Source: an optimization exercise on an open RTL-to-GDS flow (aim: small area). Production flows keep margins and buffers that such runs may drop.
At most, simulation tests tie the RTL to the original design; equivalence was not proved.
Power and IR drop assume default switching activity.

==> inputs of try-yarrow <==
==> flow/design.v <==
module apb_inbuf_stream_ctrl #(
    parameter int unsigned BUS_AW     = 8,
    parameter int unsigned BUS_DW     = 32,
    parameter int unsigned CH_NUM     = 128,
    parameter int unsigned OUT_MULT   = 9,
    parameter int unsigned IB_SRAM_AW = 10,
    parameter int unsigned FIFO_DEPTH = 4
) (
    input  logic                         clk_i,
    input  logic                         rst_n_i,
    input  logic [BUS_AW-1:0]            apb_paddr_s,
    input  logic                         apb_pwrite_s,
    input  logic                         apb_psel_s,
    input  logic                         apb_penable_s,
    input  logic [BUS_DW-1:0]            apb_pwdata_s,
    output logic [BUS_DW-1:0]            apb_prdata_s,
    output logic                         apb_pready_s,
    output logic [CH_NUM-1:0]            inbuf_din_o,
    output logic                         inbuf_din_vld_o,
    input  logic                         inbuf_din_rdy_i,
    output logic                         inbuf_sop_o,
    output logic                         inbuf_hsync_o,
    output logic [IB_SRAM_AW-1:0]        inbuf_start_waddr_o,
    input  logic [CH_NUM*OUT_MULT-1:0]   inbuf_dout_i,
    input  logic                         inbuf_dout_vld_i,
    output logic                         inbuf_dout_rdy_o,
    output logic [7:0]                   inbuf_pic_size_o,
    output logic [3:0]                   inbuf_mode_o,
    output logic                         inbuf_padding_o,
    output logic                         inbuf_cmd_vld_o,
    input  logic                         inbuf_cmd_rdy_i
);
    localparam int unsigned DOUT_W = CH_NUM * OUT_MULT;
    localparam int unsigned N_IN   = CH_NUM / BUS_DW;
    localparam int unsigned N_OUT  = DOUT_W / BUS_DW;
    localparam int unsigned IN_IW  = (N_IN > 1) ? $clog2(N_IN) : 1;
    localparam int unsigned OUT_IW = (N_OUT > 1) ? $clog2(N_OUT) : 1;
    localparam int unsigned PW     = $clog2(FIFO_DEPTH);
    localparam logic [2:0] ADDR_DIN    = 3'd0;
    localparam logic [2:0] ADDR_FLAGS  = 3'd1;
    localparam logic [2:0] ADDR_WADDR  = 3'd2;
    localparam logic [2:0] ADDR_CMD    = 3'd3;
    localparam logic [2:0] ADDR_STATUS = 3'd4;
    localparam logic [2:0] ADDR_DOUT   = 3'd5;
    localparam logic [2:0] ADDR_CTRL   = 3'd6;
    logic [CH_NUM+1:0]     mem_q [FIFO_DEPTH];
    logic [PW-1:0]         rptr_q, wptr;
    logic [PW:0]           count_q;
    logic [CH_NUM-BUS_DW-1:0] din_buf_q;
    logic [IN_IW-1:0]      din_idx_q;
    logic [1:0]            flags_q;
    logic [IB_SRAM_AW-1:0] waddr_q;
    logic [12:0]           cmd_q;
    logic                  cmd_vld_q;
    logic [DOUT_W-1:0]     cap_q;
    logic                  captured_q;
    logic [OUT_IW-1:0]     dout_idx_q;
    logic [CH_NUM+1:0]     head, push_entry;
    logic [31:0]           status;
    logic [2:0]            addr_idx;
    logic rd, wr, full, empty, din_final, din_wr, push, pop, flush, dout_rd, dout_last;
    logic unused_bits;
    assign unused_bits = ^{apb_paddr_s[BUS_AW-1:5], apb_paddr_s[1:0], apb_pwdata_s};
    assign addr_idx  = apb_paddr_s[4:2];
    assign rd        = apb_psel_s & apb_penable_s & ~apb_pwrite_s;
    assign wr        = apb_psel_s & apb_penable_s & apb_pwrite_s;
    assign full      = count_q[PW];
    assign empty     = (count_q == '0);
    assign din_final = (din_idx_q == IN_IW'(N_IN - 1));
    assign apb_pready_s = !(apb_pwrite_s && addr_idx == ADDR_DIN && din_final && full);
    assign din_wr    = wr && addr_idx == ADDR_DIN && !(din_final && full);
    assign push      = din_wr && din_final;
    assign pop       = ~empty & inbuf_din_rdy_i;
    assign flush     = wr && addr_idx == ADDR_CTRL && apb_pwdata_s[0];
    assign dout_rd   = rd && addr_idx == ADDR_DOUT && captured_q;
    assign dout_last = (dout_idx_q == OUT_IW'(N_OUT - 1));
    assign wptr      = rptr_q + count_q[PW-1:0];
    assign push_entry = {flags_q[1], flags_q[0], apb_pwdata_s, din_buf_q};
    always_ff @(posedge clk_i or negedge rst_n_i) begin
        if (!rst_n_i) begin
            rptr_q  <= '0;
            count_q <= '0;
        end else begin
            if (pop) rptr_q <= rptr_q + 1'b1;
            if (flush) count_q <= '0;
            else if (push && !pop) count_q <= count_q + 1'b1;
            else if (!push && pop) count_q <= count_q - 1'b1;
        end
    end
    for (genvar e = 0; e < FIFO_DEPTH; e++) begin : g_mem
        always_ff @(posedge clk_i) begin
            if (push && wptr == PW'(e)) mem_q[e] <= push_entry;
        end
    end
    for (genvar s = 0; s < N_IN - 1; s++) begin : g_din
        always_ff @(posedge clk_i) begin
            if (din_wr && din_idx_q == IN_IW'(s)) din_buf_q[s*BUS_DW +: BUS_DW] <= apb_pwdata_s;
        end
    end
    always_ff @(posedge clk_i or negedge rst_n_i) begin
        if (!rst_n_i) begin
            din_idx_q <= '0;
            flags_q   <= '0;
        end else if (flush) begin
            din_idx_q <= '0;
            flags_q   <= '0;
        end else if (din_wr) begin
            din_idx_q <= din_idx_q + 1'b1;
            if (push) flags_q <= '0;
        end else if (wr && addr_idx == ADDR_FLAGS) begin
            flags_q <= apb_pwdata_s[1:0];
        end
    end
    always_ff @(posedge clk_i or negedge rst_n_i) begin
        if (!rst_n_i) begin
            waddr_q   <= '0;
            cmd_q     <= '0;
            cmd_vld_q <= 1'b0;
        end else begin
            if (wr && addr_idx == ADDR_WADDR) waddr_q <= apb_pwdata_s[IB_SRAM_AW-1:0];
            if (wr && addr_idx == ADDR_CMD && !cmd_vld_q) begin
                cmd_q     <= apb_pwdata_s[12:0];
                cmd_vld_q <= apb_pwdata_s[31];
            end else if (cmd_vld_q && inbuf_cmd_rdy_i) begin
                cmd_vld_q <= 1'b0;
            end
        end
    end
    always_ff @(posedge clk_i) begin
        if (!captured_q) cap_q <= inbuf_dout_i;
    end
    always_ff @(posedge clk_i or negedge rst_n_i) begin
        if (!rst_n_i) begin
            captured_q <= 1'b0;
            dout_idx_q <= '0;
        end else if (flush) begin
            captured_q <= 1'b0;
            dout_idx_q <= '0;
        end else if (!captured_q) begin
            captured_q <= inbuf_dout_vld_i;
        end else if (dout_rd) begin
            captured_q <= !dout_last;
            dout_idx_q <= dout_last ? '0 : dout_idx_q + 1'b1;
        end
    end
    always_comb begin
        status        = '0;
        status[0]     = full;
        status[1]     = empty;
        status[2]     = cmd_vld_q;
        status[3]     = captured_q;
        status[14:8]  = 7'(count_q);
        status[23:16] = 8'(din_idx_q);
        status[31:24] = 8'(dout_idx_q);
    end
    logic [N_OUT-1:0]  dsel;
    logic [BUS_DW-1:0] dout_word;
    always_comb begin
        for (int k = 0; k < N_OUT; k++)
            dsel[k] = (addr_idx == ADDR_DOUT) && captured_q && (dout_idx_q == OUT_IW'(k));
    end
    localparam int unsigned N_G3 = N_OUT / 3;
    logic [N_G3-1:0] grp_n [BUS_DW];
    for (genvar b = 0; b < BUS_DW; b++) begin : g_bit
        for (genvar g = 0; g < N_G3; g++) begin : g_grp
            apb_inbuf_ao222_n u_ao (
                .a(cap_q[(3*g)*BUS_DW + b]),   .sa(dsel[3*g]),
                .b(cap_q[(3*g+1)*BUS_DW + b]), .sb(dsel[3*g+1]),
                .c(cap_q[(3*g+2)*BUS_DW + b]), .sc(dsel[3*g+2]),
                .y_n(grp_n[b][g])
            );
        end
        assign dout_word[b] = ~&grp_n[b];
    end
    always_comb begin
        apb_prdata_s = dout_word;
        case (addr_idx)
            ADDR_FLAGS:  apb_prdata_s[1:0] = flags_q;
            ADDR_WADDR:  apb_prdata_s[IB_SRAM_AW-1:0] = waddr_q;
            ADDR_CMD:    apb_prdata_s[12:0] = cmd_q;
            ADDR_STATUS: apb_prdata_s = BUS_DW'(status);
            default:     ;
        endcase
    end
    logic [FIFO_DEPTH-1:0] rsel;
    always_comb begin
        for (int e = 0; e < FIFO_DEPTH; e++) rsel[e] = (rptr_q == PW'(e));
        head = '0;
        for (int e = 0; e < FIFO_DEPTH; e++) head = head | ({(CH_NUM+2){rsel[e]}} & mem_q[e]);
    end
    assign inbuf_din_o         = head[CH_NUM-1:0];
    assign inbuf_din_vld_o     = ~empty;
    assign inbuf_sop_o         = head[CH_NUM];
    assign inbuf_hsync_o       = head[CH_NUM+1];
    assign inbuf_start_waddr_o = waddr_q;
    assign inbuf_dout_rdy_o    = ~captured_q;
    assign inbuf_pic_size_o    = cmd_q[7:0];
    assign inbuf_mode_o        = cmd_q[11:8];
    assign inbuf_padding_o     = cmd_q[12];
    assign inbuf_cmd_vld_o     = cmd_vld_q;
endmodule
module apb_inbuf_ao222_n (
    input  logic a, sa, b, sb, c, sc,
    output logic y_n
);
    assign y_n = ~((a & sa) | (b & sb) | (c & sc));
endmodule
==> flow/flow/run.sh <==
#!/bin/bash
# Own layout flow: the standard ORFS flow (standard synthesis, floorplan, power grid and
# tap cells unchanged), with two changes:
#  - the port buffers that global placement inserts use the smallest buffer cell;
#  - clock tree synthesis clusters up to 20 sinks within 100 um per leaf buffer, uses
#    clkbuf_16 only and adds no dummy loads.
set -euo pipefail
B=sky130_fd_sc_hd__
export BUFFER_PORTS_ARGS="-buffer_cell ${B}buf_1"
export CTS_ARGS="-sink_clustering_enable -repair_clock_nets -sink_clustering_size 20 -sink_clustering_max_diameter 100 -dont_use_dummy_load -buf_list ${B}clkbuf_16"
bash standard.sh finish > make_finish.log 2>&1
==> flow/standard.sh <==
#!/bin/bash
# synth_recipe.tcl (not shown) runs the flow's synth.tcl, then flattens the netlist and writes it again
# the make line also repeats each setting of config.mk as NAME=value (left out here)
make -C /OpenROAD-flow-scripts/flow DESIGN_CONFIG=/design/flow/config.mk WORK_HOME=/design/flow/orfs CLKGATE_MAP_FILE= SYNTH_SCRIPT=/design/flow/synth_recipe.tcl "${@:-finish}"
==> flow/config.mk <==
export PLATFORM = sky130hd
export DESIGN_NAME = apb_inbuf_stream_ctrl
export DESIGN_NICKNAME = apb_inbuf_stream_ctrl
export VERILOG_FILES = /design/flow/design.v
export SDC_FILE = /design/flow/constraint.sdc
export NUM_CORES = 4
export LEC_CHECK = 0
export CAP_MARGIN = 20
export CORE_MARGIN = 2
export CORE_UTILIZATION = 40
export PLACE_DENSITY = 0.85
export SETUP_SLACK_MARGIN = 0.2
export SLEW_MARGIN = 20
export SYNTH_HIERARCHICAL = 1
export SYNTH_MINIMUM_KEEP_SIZE = 0
==> flow/constraint.sdc <==
create_clock -name core_clock -period 10.0 [get_ports {clk_i}]
set_input_delay 2.0000 -clock core_clock [delete_from_list [all_inputs] [get_ports {clk_i}]]
set_output_delay 2.0000 -clock core_clock [all_outputs]
set_load 0.01 [all_outputs]
==> try-amber (differences from try-yarrow) <==
==> flow/design.v, changed modules only <==
module apb_inbuf_stream_ctrl #(
    parameter int unsigned BUS_AW     = 8,
    parameter int unsigned BUS_DW     = 32,
    parameter int unsigned CH_NUM     = 128,
    parameter int unsigned OUT_MULT   = 9,
    parameter int unsigned IB_SRAM_AW = 10,
    parameter int unsigned FIFO_DEPTH = 4
) (
    input  logic                         clk_i,
    input  logic                         rst_n_i,
    input  logic [BUS_AW-1:0]            apb_paddr_s,
    input  logic                         apb_pwrite_s,
    input  logic                         apb_psel_s,
    input  logic                         apb_penable_s,
    input  logic [BUS_DW-1:0]            apb_pwdata_s,
    output logic [BUS_DW-1:0]            apb_prdata_s,
    output logic                         apb_pready_s,
    output logic [CH_NUM-1:0]            inbuf_din_o,
    output logic                         inbuf_din_vld_o,
    input  logic                         inbuf_din_rdy_i,
    output logic                         inbuf_sop_o,
    output logic                         inbuf_hsync_o,
    output logic [IB_SRAM_AW-1:0]        inbuf_start_waddr_o,
    input  logic [CH_NUM*OUT_MULT-1:0]   inbuf_dout_i,
    input  logic                         inbuf_dout_vld_i,
    output logic                         inbuf_dout_rdy_o,
    output logic [7:0]                   inbuf_pic_size_o,
    output logic [3:0]                   inbuf_mode_o,
    output logic                         inbuf_padding_o,
    output logic                         inbuf_cmd_vld_o,
    input  logic                         inbuf_cmd_rdy_i
);
    localparam int unsigned DOUT_W = CH_NUM * OUT_MULT;
    localparam int unsigned N_IN   = CH_NUM / BUS_DW;
    localparam int unsigned N_OUT  = DOUT_W / BUS_DW;
    localparam int unsigned IN_IW  = (N_IN > 1) ? $clog2(N_IN) : 1;
    localparam int unsigned OUT_IW = (N_OUT > 1) ? $clog2(N_OUT) : 1;
    localparam int unsigned PW     = $clog2(FIFO_DEPTH);
    localparam logic [2:0] ADDR_DIN    = 3'd0;
    localparam logic [2:0] ADDR_FLAGS  = 3'd1;
    localparam logic [2:0] ADDR_WADDR  = 3'd2;
    localparam logic [2:0] ADDR_CMD    = 3'd3;
    localparam logic [2:0] ADDR_STATUS = 3'd4;
    localparam logic [2:0] ADDR_DOUT   = 3'd5;
    localparam logic [2:0] ADDR_CTRL   = 3'd6;
    logic [CH_NUM+1:0]     mem_q [FIFO_DEPTH];
    logic [PW:0]           wptr_q, rptr_q, count;
    logic [CH_NUM-1:0]     din_buf_q, push_word;
    logic [IN_IW-1:0]      din_idx_q;
    logic [1:0]            flags_q;
    logic [IB_SRAM_AW-1:0] waddr_q;
    logic [12:0]           cmd_q;
    logic                  cmd_vld_q;
    logic [DOUT_W-1:0]     cap_q;
    logic                  captured_q;
    logic [OUT_IW-1:0]     dout_idx_q;
    logic [CH_NUM+1:0]     head;
    logic [31:0]           status;
    logic [2:0]            addr_idx;
    logic rd, wr, full, empty, din_final, din_wr, push, pop, flush, capture, dout_rd, dout_last;
    logic unused_bits;
    assign unused_bits = ^{apb_paddr_s[BUS_AW-1:5], apb_paddr_s[1:0], apb_pwdata_s};
    assign addr_idx  = apb_paddr_s[4:2];
    assign rd        = apb_psel_s & apb_penable_s & ~apb_pwrite_s;
    assign wr        = apb_psel_s & apb_penable_s & apb_pwrite_s;
    assign count     = wptr_q - rptr_q;
    assign full      = (count == (PW+1)'(FIFO_DEPTH));
    assign empty     = (count == '0);
    assign din_final = (din_idx_q == IN_IW'(N_IN - 1));
    assign apb_pready_s = !(wr && addr_idx == ADDR_DIN && din_final && full);
    assign din_wr    = wr && addr_idx == ADDR_DIN && apb_pready_s;
    assign push      = din_wr && din_final;
    assign pop       = ~empty & inbuf_din_rdy_i;
    assign flush     = wr && addr_idx == ADDR_CTRL && apb_pwdata_s[0];
    assign capture   = inbuf_dout_vld_i & ~captured_q;
    assign dout_rd   = rd && addr_idx == ADDR_DOUT && captured_q;
    assign dout_last = (dout_idx_q == OUT_IW'(N_OUT - 1));
    always_comb begin
        push_word = din_buf_q;
        push_word[CH_NUM-BUS_DW +: BUS_DW] = apb_pwdata_s;
    end
    always_ff @(posedge clk_i or negedge rst_n_i) begin
        if (!rst_n_i) begin
            wptr_q <= '0;
            rptr_q <= '0;
            for (int unsigned i = 0; i < FIFO_DEPTH; i++) mem_q[i] <= '0;
        end else if (flush) begin
            wptr_q <= '0;
            rptr_q <= '0;
        end else begin
            if (push) begin
                mem_q[wptr_q[PW-1:0]] <= {flags_q[1], flags_q[0], push_word};
                wptr_q <= wptr_q + 1'b1;
            end
            if (pop) rptr_q <= rptr_q + 1'b1;
        end
    end
    always_ff @(posedge clk_i or negedge rst_n_i) begin
        if (!rst_n_i) begin
            din_buf_q <= '0;
            din_idx_q <= '0;
            flags_q   <= '0;
        end else if (flush) begin
            din_idx_q <= '0;
            flags_q   <= '0;
        end else if (din_wr) begin
            din_buf_q[int'(din_idx_q) * BUS_DW +: BUS_DW] <= apb_pwdata_s;
            din_idx_q <= din_final ? '0 : din_idx_q + 1'b1;
            if (push) flags_q <= '0;
        end else if (wr && addr_idx == ADDR_FLAGS) begin
            flags_q <= apb_pwdata_s[1:0];
        end
    end
    always_ff @(posedge clk_i or negedge rst_n_i) begin
        if (!rst_n_i) begin
            waddr_q   <= '0;
            cmd_q     <= '0;
            cmd_vld_q <= 1'b0;
        end else begin
            if (wr && addr_idx == ADDR_WADDR) waddr_q <= apb_pwdata_s[IB_SRAM_AW-1:0];
            if (wr && addr_idx == ADDR_CMD && !cmd_vld_q) begin
                cmd_q     <= apb_pwdata_s[12:0];
                cmd_vld_q <= apb_pwdata_s[31];
            end else if (cmd_vld_q && inbuf_cmd_rdy_i) begin
                cmd_vld_q <= 1'b0;
            end
        end
    end
    always_ff @(posedge clk_i or negedge rst_n_i) begin
        if (!rst_n_i) begin
            cap_q      <= '0;
            captured_q <= 1'b0;
            dout_idx_q <= '0;
        end else if (flush) begin
            captured_q <= 1'b0;
            dout_idx_q <= '0;
        end else if (capture) begin
            cap_q      <= inbuf_dout_i;
            captured_q <= 1'b1;
        end else if (dout_rd) begin
            captured_q <= !dout_last;
            dout_idx_q <= dout_last ? '0 : dout_idx_q + 1'b1;
        end
    end
    always_comb begin
        status        = '0;
        status[0]     = full;
        status[1]     = empty;
        status[2]     = cmd_vld_q;
        status[3]     = captured_q;
        status[14:8]  = 7'(count);
        status[23:16] = 8'(din_idx_q);
        status[31:24] = 8'(dout_idx_q);
    end
    always_comb begin
        apb_prdata_s = '0;
        if (rd) begin
            case (addr_idx)
                ADDR_FLAGS:  apb_prdata_s[1:0] = flags_q;
                ADDR_WADDR:  apb_prdata_s[IB_SRAM_AW-1:0] = waddr_q;
                ADDR_CMD:    apb_prdata_s[12:0] = cmd_q;
                ADDR_STATUS: apb_prdata_s = BUS_DW'(status);
                ADDR_DOUT: begin
                    if (captured_q) apb_prdata_s = cap_q[int'(dout_idx_q) * BUS_DW +: BUS_DW];
                end
                default:     apb_prdata_s = '0;
            endcase
        end
    end
    assign head                = mem_q[rptr_q[PW-1:0]];
    assign inbuf_din_o         = head[CH_NUM-1:0];
    assign inbuf_din_vld_o     = ~empty;
    assign inbuf_sop_o         = head[CH_NUM] & ~empty;
    assign inbuf_hsync_o       = head[CH_NUM+1] & ~empty;
    assign inbuf_start_waddr_o = waddr_q;
    assign inbuf_dout_rdy_o    = ~captured_q;
    assign inbuf_pic_size_o    = cmd_q[7:0];
    assign inbuf_mode_o        = cmd_q[11:8];
    assign inbuf_padding_o     = cmd_q[12];
    assign inbuf_cmd_vld_o     = cmd_vld_q;
endmodule
// module apb_inbuf_ao222_n removed
==> flow/run.sh (new file) <==
#!/bin/bash
# synth_recipe.tcl (not shown) runs the flow's synth.tcl, then flattens the netlist and writes it again
# the make line also repeats each setting of config.mk as NAME=value (left out here)
make -C /OpenROAD-flow-scripts/flow DESIGN_CONFIG=/design/flow/config.mk WORK_HOME=/design/flow/orfs CLKGATE_MAP_FILE= SYNTH_SCRIPT=/design/flow/synth_recipe.tcl finish
PLACE_DENSITY = unset   (was 0.85)
SYNTH_HIERARCHICAL = unset   (was 1)
SYNTH_MINIMUM_KEEP_SIZE = unset   (was 0)
removed: flow/flow/run.sh
removed: flow/standard.sh
==> try-raven (differences from try-yarrow) <==
--- a/flow/design.v
+++ b/flow/design.v
@@ -157,7 +157,7 @@
     logic [BUS_DW-1:0] dout_word;
     always_comb begin
         for (int k = 0; k < N_OUT; k++)
-            dsel[k] = (addr_idx == ADDR_DOUT) && captured_q && (dout_idx_q == OUT_IW'(k));
+            dsel[k] = (dout_idx_q == OUT_IW'(k));
     end
     localparam int unsigned N_G3 = N_OUT / 3;
     logic [N_G3-1:0] grp_n [BUS_DW];
@@ -170,7 +170,7 @@
                 .y_n(grp_n[b][g])
             );
         end
-        assign dout_word[b] = ~&grp_n[b];
+        assign dout_word[b] = ~&grp_n[b] & (addr_idx == ADDR_DOUT) & captured_q;
     end
     always_comb begin
         apb_prdata_s = dout_word;
@@ -185,8 +185,16 @@
     logic [FIFO_DEPTH-1:0] rsel;
     always_comb begin
         for (int e = 0; e < FIFO_DEPTH; e++) rsel[e] = (rptr_q == PW'(e));
-        head = '0;
-        for (int e = 0; e < FIFO_DEPTH; e++) head = head | ({(CH_NUM+2){rsel[e]}} & mem_q[e]);
+    end
+    for (genvar b = 0; b < CH_NUM + 2; b++) begin : g_head
+        logic h3_n;
+        apb_inbuf_ao222_n u_ao (
+            .a(mem_q[0][b]), .sa(rsel[0]),
+            .b(mem_q[1][b]), .sb(rsel[1]),
+            .c(mem_q[2][b]), .sc(rsel[2]),
+            .y_n(h3_n)
+        );
+        assign head[b] = ~(h3_n & ~(mem_q[3][b] & rsel[3]));
     end
     assign inbuf_din_o         = head[CH_NUM-1:0];
     assign inbuf_din_vld_o     = ~empty;
==> flow/flow/run.sh (replaced) <==
#!/bin/bash
# Own layout flow: the standard ORFS flow (standard synthesis, floorplan, power grid and
# tap cells unchanged), with two changes:
#  - the port buffers that global placement inserts use the smallest buffer cell;
#  - clock tree synthesis clusters up to 22 sinks within 100 um per leaf buffer, uses
#    clkbuf_16 only and adds no dummy loads.
set -euo pipefail
B=sky130_fd_sc_hd__
export BUFFER_PORTS_ARGS="-buffer_cell ${B}buf_1"
export CTS_ARGS="-sink_clustering_enable -repair_clock_nets -sink_clustering_size 22 -sink_clustering_max_diameter 100 -dont_use_dummy_load -buf_list ${B}clkbuf_16"
bash standard.sh finish > make_finish.log 2>&1
==> qor summary <==
| item | try-raven | try-amber | try-yarrow |
|---|---|---|---|
| Run status | complete, no violations | complete, no violations | complete, no violations |
| Die ar. | 0.160 mm^2 | 0.208 mm^2 | 0.161 mm^2 |
| Met2 wire len | 116000 um | 168000 um | 120000 um |
| Combinational gate power | 2.39 mW | 8.93 mW | 2.21 mW |
| Prevailing post-synth register cell | edfxtp_1 | dfrtp_1 | edfxtp_1 |
| Count leader, synth | edfxtp_1 | dfrtp_1 | edfxtp_1 |
| Routed met3 length | 48100 um | 33600 um | 42900 um |
| Largest stage delay, worst path | 880 ps | 1170 ps | 1160 ps |
| Worst-case vdd ir drop | 0.000212 V | 0.000247 V | 0.000190 V |
| Final GP Congestion | 1.03 | 0.925 | 1.01 |
| Destination of the worst register-to-register timing path | cap_q[1020] | mem_q[1][120] | cap_q[986] |
| Global Route met2 Usage | 47.7% | 53.8% | 49.5% |
| Worst R2R Path Depth | 5 | 8 | 5 |
| Crit path kind | reg2out | in2out | in2out |
| Met3 Usage GRT | 16.7% | 12.0% | 13.6% |
| Critical-path cell with the highest stage delay | a222oi_1 | clkdlybuf4s50_1 | a222oi_1 |
| Ys Warns | 10 | 2 | 10 |
| Final cell count without fillers | 6732 | 9557 | 6763 |
| Initial antenna violation count | 148 | 245 | 148 |
| Post-Synthesis Net Count | 4210 | 6558 | 4272 |
| Share of synthesized area spent on multiplexers | 0.667% | 34.4% | 0.621% |
| Arrival time at the worst endpoint | 5240 ps | 5720 ps | 7270 ps |
| Area share of the largest cell type after synthesis | 84.4% | 55.3% | 83.9% |
| Hold Path Sink | mem_q[3][65] | cap_q[834] | mem_q[2][86] |
| # clk buffers | 96 | 301 | 104 |
Only the layout flow was run in try-amber; the RTL was not checked for function there.

[port drivers added, routing unchanged]
In the flow no input, the clock included, has a driving cell. The finished layouts below were timed again as built, in two steps.
Step 1: set_driving_cell puts a clkbuf_16 on clk_i and a buf_2 on each other input, an assumption about the parent block.
Step 2 moves the port delays by t, midway between the first and last clock arrival at a register: inputs arrive t later, outputs are due t later. That takes back most of the time a late clock gives input paths.
Three values: ideal ports, drivers, drivers and shift; two values: the first two.
run | t (ns) | setup slack, ns | hold slack, ns | slew at the worst register clock pin (ns)
try-yarrow | 0.785 | 0.730 / 0.707 / 0.707 | 0.454 / 0.454 / 0.454 | 0.09 / 0.09
try-amber | 0.940 | 2.283 / 2.115 / 2.115 | 0.501 / 0.501 / 0.501 | 0.07 / 0.07
try-raven | 0.780 | 2.758 / 2.671 / 3.439 | 0.454 / 0.454 / 0.454 | 0.11 / 0.11
After both steps every run listed still meets setup and hold. For try-amber, which loses most, drivers alone change the setup slack by -0.168 ns; drivers and shift together by -0.168 ns.
